Background: an optimization exercise with open tools, aiming at small area. Do not read the settings as production practice.
Function not checked in this run: the RTL went through the layout flow alone.
No activity file was given, so power comes from the tool's default toggle rates.

==> design.v <==
module lcd_init_sequencer #(
  parameter int DEPTH      = 256,
  parameter int ADDR_W     = 8,
  parameter int DELAY_UNIT = 48000
) (
  input  logic              i_clk,
  input  logic              i_reset_n,
  input  logic              i_wr_en,
  input  logic [ADDR_W-1:0] i_wr_addr,
  input  logic [15:0]       i_wr_data,
  input  logic              i_start,
  output logic [8:0]        o_init_rom,
  output logic              o_init_rdy,
  input  logic              i_init_ack,
  output logic              o_init_done,
  output logic              o_busy,
  output logic              o_error
);
  localparam int PW = (DELAY_UNIT > 1) ? $clog2(DELAY_UNIT) : 1;
  localparam logic [ADDR_W-1:0] LAST_ADDR = ADDR_W'(DEPTH - 1);
  localparam logic [PW-1:0] PRESC_RELOAD = PW'(DELAY_UNIT - 1);
  typedef enum logic [2:0] {
    S_IDLE, S_FETCH0, S_FETCH1, S_DECODE, S_SEND, S_DELAY, S_DONE
  } state_t;
  state_t            r_state, w_state_nxt;
  logic [ADDR_W-1:0] r_addr, w_addr_nxt;
  logic [14:0]       r_mem [DEPTH];
  logic [14:0]       w_wr_enc;
  logic [14:0]       w_rd;
  logic [8:0]        r_rom, w_rom_nxt;
  logic              r_error, w_error_nxt;
  logic [13:0]       r_ticks, w_ticks_nxt;
  logic [PW-1:0]     r_presc, w_presc_nxt;
  logic              w_adv;
  logic              w_busy;
  assign w_busy      = (r_state != S_IDLE) && (r_state != S_DONE);
  assign o_busy      = w_busy;
  assign o_init_rdy  = (r_state == S_SEND);
  assign o_init_done = (r_state == S_DONE);
  assign o_init_rom  = r_rom;
  assign o_error     = r_error;
  assign w_wr_enc[14]   = !i_wr_data[15] && i_wr_data[14];
  assign w_wr_enc[13]   = w_wr_enc[14] ? i_wr_data[13] : i_wr_data[15];
  assign w_wr_enc[12:0] = i_wr_data[12:0];
  always_ff @(posedge i_clk) begin
    if (i_wr_en && !w_busy) begin
      r_mem[i_wr_addr] <= w_wr_enc;
    end
  end
  logic [15:0]       w_lo_sel, w_hi_sel;
  logic [DEPTH-1:0]  w_row_sel;
  logic [14:0]       w_rd_n [86];
  always_comb begin
    for (int k = 0; k < 16; k++) begin
      w_lo_sel[k] = (r_addr[3:0] == 4'(k));
      w_hi_sel[k] = (r_addr[7:4] == 4'(k));
    end
    for (int k = 0; k < DEPTH; k++) begin
      w_row_sel[k] = w_hi_sel[k / 16] && w_lo_sel[k % 16];
    end
  end
  for (genvar t = 0; t < 85; t++) begin : g_ao
    for (genvar b = 0; b < 15; b++) begin : g_bit
      lcd_seq_aoi222 u_aoi (
        .i_s(w_row_sel[3*t +: 3]),
        .i_d({r_mem[3*t+2][b], r_mem[3*t+1][b], r_mem[3*t][b]}),
        .o_y_n(w_rd_n[t][b])
      );
    end
  end
  for (genvar b = 0; b < 15; b++) begin : g_last
    assign w_rd_n[85][b] = !(w_row_sel[255] && r_mem[255][b]);
  end
  always_comb begin
    w_rd = '0;
    for (int t = 0; t < 86; t++) begin
      w_rd = w_rd | ~w_rd_n[t];
    end
  end
  always_ff @(posedge i_clk or negedge i_reset_n) begin
    if (!i_reset_n) begin
      r_state <= S_IDLE;
      r_addr  <= '0;
      r_rom   <= '0;
      r_error <= 1'b0;
    end else begin
      r_state <= w_state_nxt;
      r_addr  <= w_addr_nxt;
      r_rom   <= w_rom_nxt;
      r_error <= w_error_nxt;
    end
  end
  always_ff @(posedge i_clk) begin
    r_ticks <= w_ticks_nxt;
    r_presc <= w_presc_nxt;
  end
  always_comb begin
    w_state_nxt = r_state;
    w_addr_nxt  = r_addr;
    w_rom_nxt   = r_rom;
    w_error_nxt = r_error;
    w_ticks_nxt = r_ticks;
    w_presc_nxt = r_presc;
    w_adv       = 1'b0;
    case (r_state)
      S_IDLE: begin
        if (i_start) begin
          w_state_nxt = S_FETCH0;
          w_addr_nxt  = '0;
        end
      end
      S_FETCH0: w_state_nxt = S_FETCH1;
      S_FETCH1: w_state_nxt = S_DECODE;
      S_DECODE: begin
        if (w_rd[14]) begin
          if (w_rd[13:0] == 14'd0) begin
            w_adv = 1'b1;
          end else begin
            w_ticks_nxt = w_rd[13:0];
            w_presc_nxt = PRESC_RELOAD;
            w_state_nxt = S_DELAY;
          end
        end else if (w_rd[13]) begin
          w_state_nxt = S_DONE;
        end else begin
          w_rom_nxt   = w_rd[8:0];
          w_state_nxt = S_SEND;
        end
      end
      S_SEND: begin
        if (i_init_ack) begin
          w_adv = 1'b1;
        end
      end
      S_DELAY: begin
        if (r_presc == '0) begin
          if (r_ticks == 14'd1) begin
            w_adv = 1'b1;
          end else begin
            w_ticks_nxt = r_ticks - 14'd1;
            w_presc_nxt = PRESC_RELOAD;
          end
        end else begin
          w_presc_nxt = r_presc - PW'(1);
        end
      end
      S_DONE: begin
        w_state_nxt = S_DONE;
      end
      default: begin
        w_state_nxt = S_IDLE;
      end
    endcase
    if (w_adv) begin
      if (r_addr == LAST_ADDR) begin
        w_state_nxt = S_DONE;
        w_error_nxt = 1'b1;
      end else begin
        w_addr_nxt  = r_addr + ADDR_W'(1);
        w_state_nxt = S_FETCH0;
      end
    end
  end
endmodule
module lcd_seq_aoi222 (
  input  logic [2:0] i_s,
  input  logic [2:0] i_d,
  output logic       o_y_n
);
  assign o_y_n = !(|(i_s & i_d));
endmodule
==> run.sh <==
#!/bin/bash
# synth_recipe.tcl (not shown) runs the flow's synth.tcl, then flattens the netlist and writes it again
# the make line also repeats each setting of config.mk as NAME=value (left out here)
make -C /OpenROAD-flow-scripts/flow DESIGN_CONFIG=/design/flow/config.mk WORK_HOME=/design/flow/orfs CLKGATE_MAP_FILE= SYNTH_SCRIPT=/design/flow/synth_recipe.tcl finish
==> config.mk <==
export PLATFORM = sky130hd
export DESIGN_NAME = lcd_init_sequencer
export DESIGN_NICKNAME = lcd_init_sequencer
export VERILOG_FILES = /design/flow/design.v
export SDC_FILE = /design/flow/constraint.sdc
export NUM_CORES = 4
export LEC_CHECK = 0
export CAP_MARGIN = 20
export CORE_MARGIN = 2
export CORE_UTILIZATION = 50
export SLEW_MARGIN = 20
export SYNTH_HIERARCHICAL = 1
export SYNTH_MEMORY_MAX_BITS = 8192
export SYNTH_MINIMUM_KEEP_SIZE = 0
==> constraint.sdc <==
create_clock -name core_clock -period 10.0 [get_ports {i_clk}]
set_input_delay 2.0000 -clock core_clock [delete_from_list [all_inputs] [get_ports {i_clk}]]
set_output_delay 2.0000 -clock core_clock [all_outputs]
set_load 0.01 [all_outputs]
==> flow_metrics.py <==
metrics = {
    "floorplanning": {
        "rows": 191,
        "ios": 42,
        "die_y_um": 526,
        "fp.coreArea_sq_mm": 0.271,
        "dieArea_sq_mm": 0.277,
        "die_x_um": 526,
        "initial_core_util": 0.503,
    },
    "setup_path": {
        "crit_fanout": 17,
        "arrival_ns": 7.96,
        "startpoint_type": "register",
        "end_kind": "register",
        "required_ns": 10.46,
        "crit_type": "reg2reg",
    },
    "clocking": {
        "cts_setup_buffers": 0,
        "h-tree-depth": 5,
        "cts_buffers": 385,
        "root_buffer": "clkbuf_16",
        "ctsHoldBuffers": 0,
        "clk_latency_ns": 0.94,
        "cts_tree": "done",
        "cts_resized": 0,
        "cts.reportedPaths.clkPinSlew_ns": 0.06,
        "clk_path_buf_depth": 4,
        "numClockSinks": 3891,
    },
    "detailed_routing": {
        "ant_nets": 0,
        "first_iter_violations": 19700,
        "vias_per_cell": 7.07,
        "wl_per_cell_um": 40.4,
        "routed_wl_um": 464000,
        "drc_errors": 0,
        "vias": 81300,
        "drt_first_pass_iters": 14,
    },
    "yosys": {
        "synth_edf_count": 3870,
        "synth_area_per_cell_sq_um": 20.8,
        "synth_cells": 6571,
        "ys_seq_area_frac": 0.855,
        "yosys.cell_types.count": 52,
        "ys_async_sr_fraction": 0.00540,
        "synth_nets": 6607,
        "yosysWarnings": 9,
        "ys_seq_elements": 3891,
        "syn_area_sq_mm": 0.136,
        "synth_top_area_cell": "edfxtp_1",
        "synth_commonest_cells": "edfxtp_1 (3870), a222oi_1 (1275), nor2_1 (563)",
        "synth_area_leaders": "edfxtp_1 (85%), a222oi_1 (9.4%), nor2_1 (1.5%), nand4_1 (1.4%), nor4_1 (0.39%)",
        "yosysMostFrequentCell": "edfxtp_1",
        "ys.flop_type": "edfxtp_1",
        "yosys.area.top_type_share": 0.852,
    },
    "timing": {
        "fin_skew_ns": 0.0713,
        "finalSetupViolations": 0,
        "max_slew.worst_pin.slew_ns": 1.39,
        "holdWs_ns": 0.486,
        "period_share": 0.750,
        "max_freq_mhz": 133,
        "rsz0062_at_grt": "false",
        "maxSlewHeadroom": 0.0638,
        "finalCriticalPeriod_ns": 7.50,
        "finalMaxSlewViolations": 0,
        "finalHoldViolCount": 0,
        "setup_ws_ns": 2.50,
        "setup_tns_ns": 0,
    },
    "finish": {
        "drive_gt1_frac": 0.164,
        "area_growth_pct": 16.3,
        "final_util": 0.585,
        "nets": 7637,
        "stdcell_count": 11500,
        "design_area_sq_mm": 0.159,
    },
    "placement": {
        "dpl_worst_slack_ns": 2.81,
        "gp_congestion": 1.01,
        "io_buffers": 41,
        "placed_cell_area_sq_mm": 0.146,
        "dp_cells": 10800,
        "hpwl_um": 295000,
    },
    "power": {
        "p_per_area_mw_per_mm2": 217,
        "vdd_ir_drop_max_mv": 0.187,
        "power_mw": 34.5,
        "total_leakage_power_nw": 49.6,
    },
    "hold_path": {
        "hold_class": "reg2reg",
    },
    "global_route": {
        "grt_max_degree": 166,
        "antenna_found_initial": 32,
        "grt_pass1_wl_um": 628000,
        "overflow": 0,
        "grt_pass1_vias": 76300,
        "track_usage": 0.329,
    },
    "run": {
        "cap_violations": 0,
    },
    "outcome": {
        "status": "finished clean",
    },
}
==> state kept, by name, summed over array words and instances, names as in the netlist <==
| name | count |
|---|---|
| r_addr | 8 |
| r_error | 1 |
| r_mem | 3840 |
| r_presc | 16 |
| r_rom | 9 |
| r_state | 3 |
| r_ticks | 14 |
==> worst max-delay path, stage by stage, from the launching register on <==
cell,delay [ns]
dfrtp_1,0.77
nor2b_1,0.16
nand2_1,0.22
buf_4,0.61
nor2_1,0.38
buf_4,0.27
a222oi_1,0.47
nand4_1,0.61
nor4_1,1.01
nand3_1,0.38
nor4_1,0.30
nand4_1,0.34
o211ai_1,0.79
nand2_1,0.65
==> cell usage in the layout (no fill, tap or decap), types with 28 or more instances in the layout <==
| master | n |
|---|---|
| a222oi_1 | 1275 |
| buf_4 | 672 |
| bufinv_16 | 31 |
| clkbuf_1 | 78 |
| clkbuf_16 | 390 |
| clkdlybuf4s50_1 | 28 |
| clkinv_1 | 84 |
| clkinv_2 | 82 |
| edfxtp_1 | 3870 |
| nand2_1 | 97 |
| nand3_1 | 57 |
| nand4_1 | 316 |
| nor2_1 | 535 |
| nor2_2 | 28 |
| nor4_1 | 74 |
==> per-layer routing <==
| layer | up-vias | global-route usage | share of wire | wire length (um) |
|---|---|---|---|---|
| li1 | 32200 | - | - | - |
| met1 | 41900 | 0.442 | 0.35 | 165000 |
| met2 | 6252 | 0.502 | 0.46 | 214000 |
| met3 | 842 | 0.0760 | 0.12 | 57200 |
| met4 | 18 | 0.178 | 0.062 | 28600 |
| met5 | - | 0 | 0.00064 | 299 |
==> area by class of cell <==
| cell class | instances | area, sq um |
|---|---|---|
| clock inverters | 223 | 2040 |
| well taps | 3570 | 4470 |
| flip-flops and latches | 3891 | 117000 |
| fillers | 19800 | 113000 |
| repair buffers | 730 | 5720 |
| inverters | 13 | 48.8 |
| clock buffers | 469 | 10100 |
| multi-input cells | 2580 | 19600 |
| diodes | 11 | 27.5 |
==> per-module statistics from Yosys (local to each module, per instance) <==
| module | times used | flops+latches |
|---|---|---|
| lcd_init_sequencer | 1 | 3891 |
| lcd_seq_aoi222 | 1275 | 0 |
==> final timing paths <==
check / from / endpoint / slack [ns] / depth (start not counted)
worst min-delay path: r_rom[1] / r_rom[1] / 0.49 / 2
worst min register to register: r_rom[1] / r_rom[1] / 0.49 / 2
max in group asynchronous: i_reset_n / r_addr[2] / 8.22 / 2
worst max-delay path: r_addr[3] / r_presc[6] / 2.50 / 13
min in group asynchronous: i_reset_n / r_rom[8] / 1.46 / 2
worst max register to register: r_addr[3] / r_presc[6] / 2.50 / 13
==> cells by family (layout without fill, tap and decap cells) <==
| kind of cell | after synthesis | in the layout | share of synthesized area |
|---|---|---|---|
| multiplexers | 6 | 6 | 0.000449 |
| other | 0 | 11 | 0 |
| flip-flops | 3891 | 3891 | 0.855 |
| adder cells (fa/ha/maj) | 7 | 7 | 0.000642 |
| AO/OA/AOI/OAI | 1340 | 1340 | 0.0965 |
| XOR/XNOR | 23 | 23 | 0.00148 |
| buffers and inverters | 100 | 1435 | 0.00282 |
| AND/OR/NAND/NOR | 1204 | 1204 | 0.0427 |
==> power breakdown <==
part / leakage [nW] / internal (mW) / switching, mW / total, mW
clock: 5.95 / 7.97 / 6.06 / 14.0
sequential: 35.0 / 18.1 / 0.0917 / 18.2
combinational: 8.60 / 0.455 / 1.83 / 2.28

==> separate check: timing with driven ports <==
In the flow no input, the clock included, has a driving cell. The finished layout below was timed again as built, in two steps.
Step 1 sets driving cells, clkbuf_16 on the clock port and buf_2 on the other inputs (assumed; they add their load-dependent delay and slew).
Step 2 adds t to the input delays and takes it off the output delays; t is the mean of the earliest and latest rising clock arrival at the registers after step 1. Input paths then give back, and output paths get back, about the clock's delay inside the block.
a / b / c = ideal ports / drivers / drivers and shift; a / b = the first two.
t (ns): 1.007
setup WS [ns]: 2.504 / 2.504 / 2.504
worst setup path after step 2: register to register
After both steps this run still meets setup and hold. For this run, drivers alone change the setup slack by 0.000 ns; drivers and shift together by 0.000 ns.
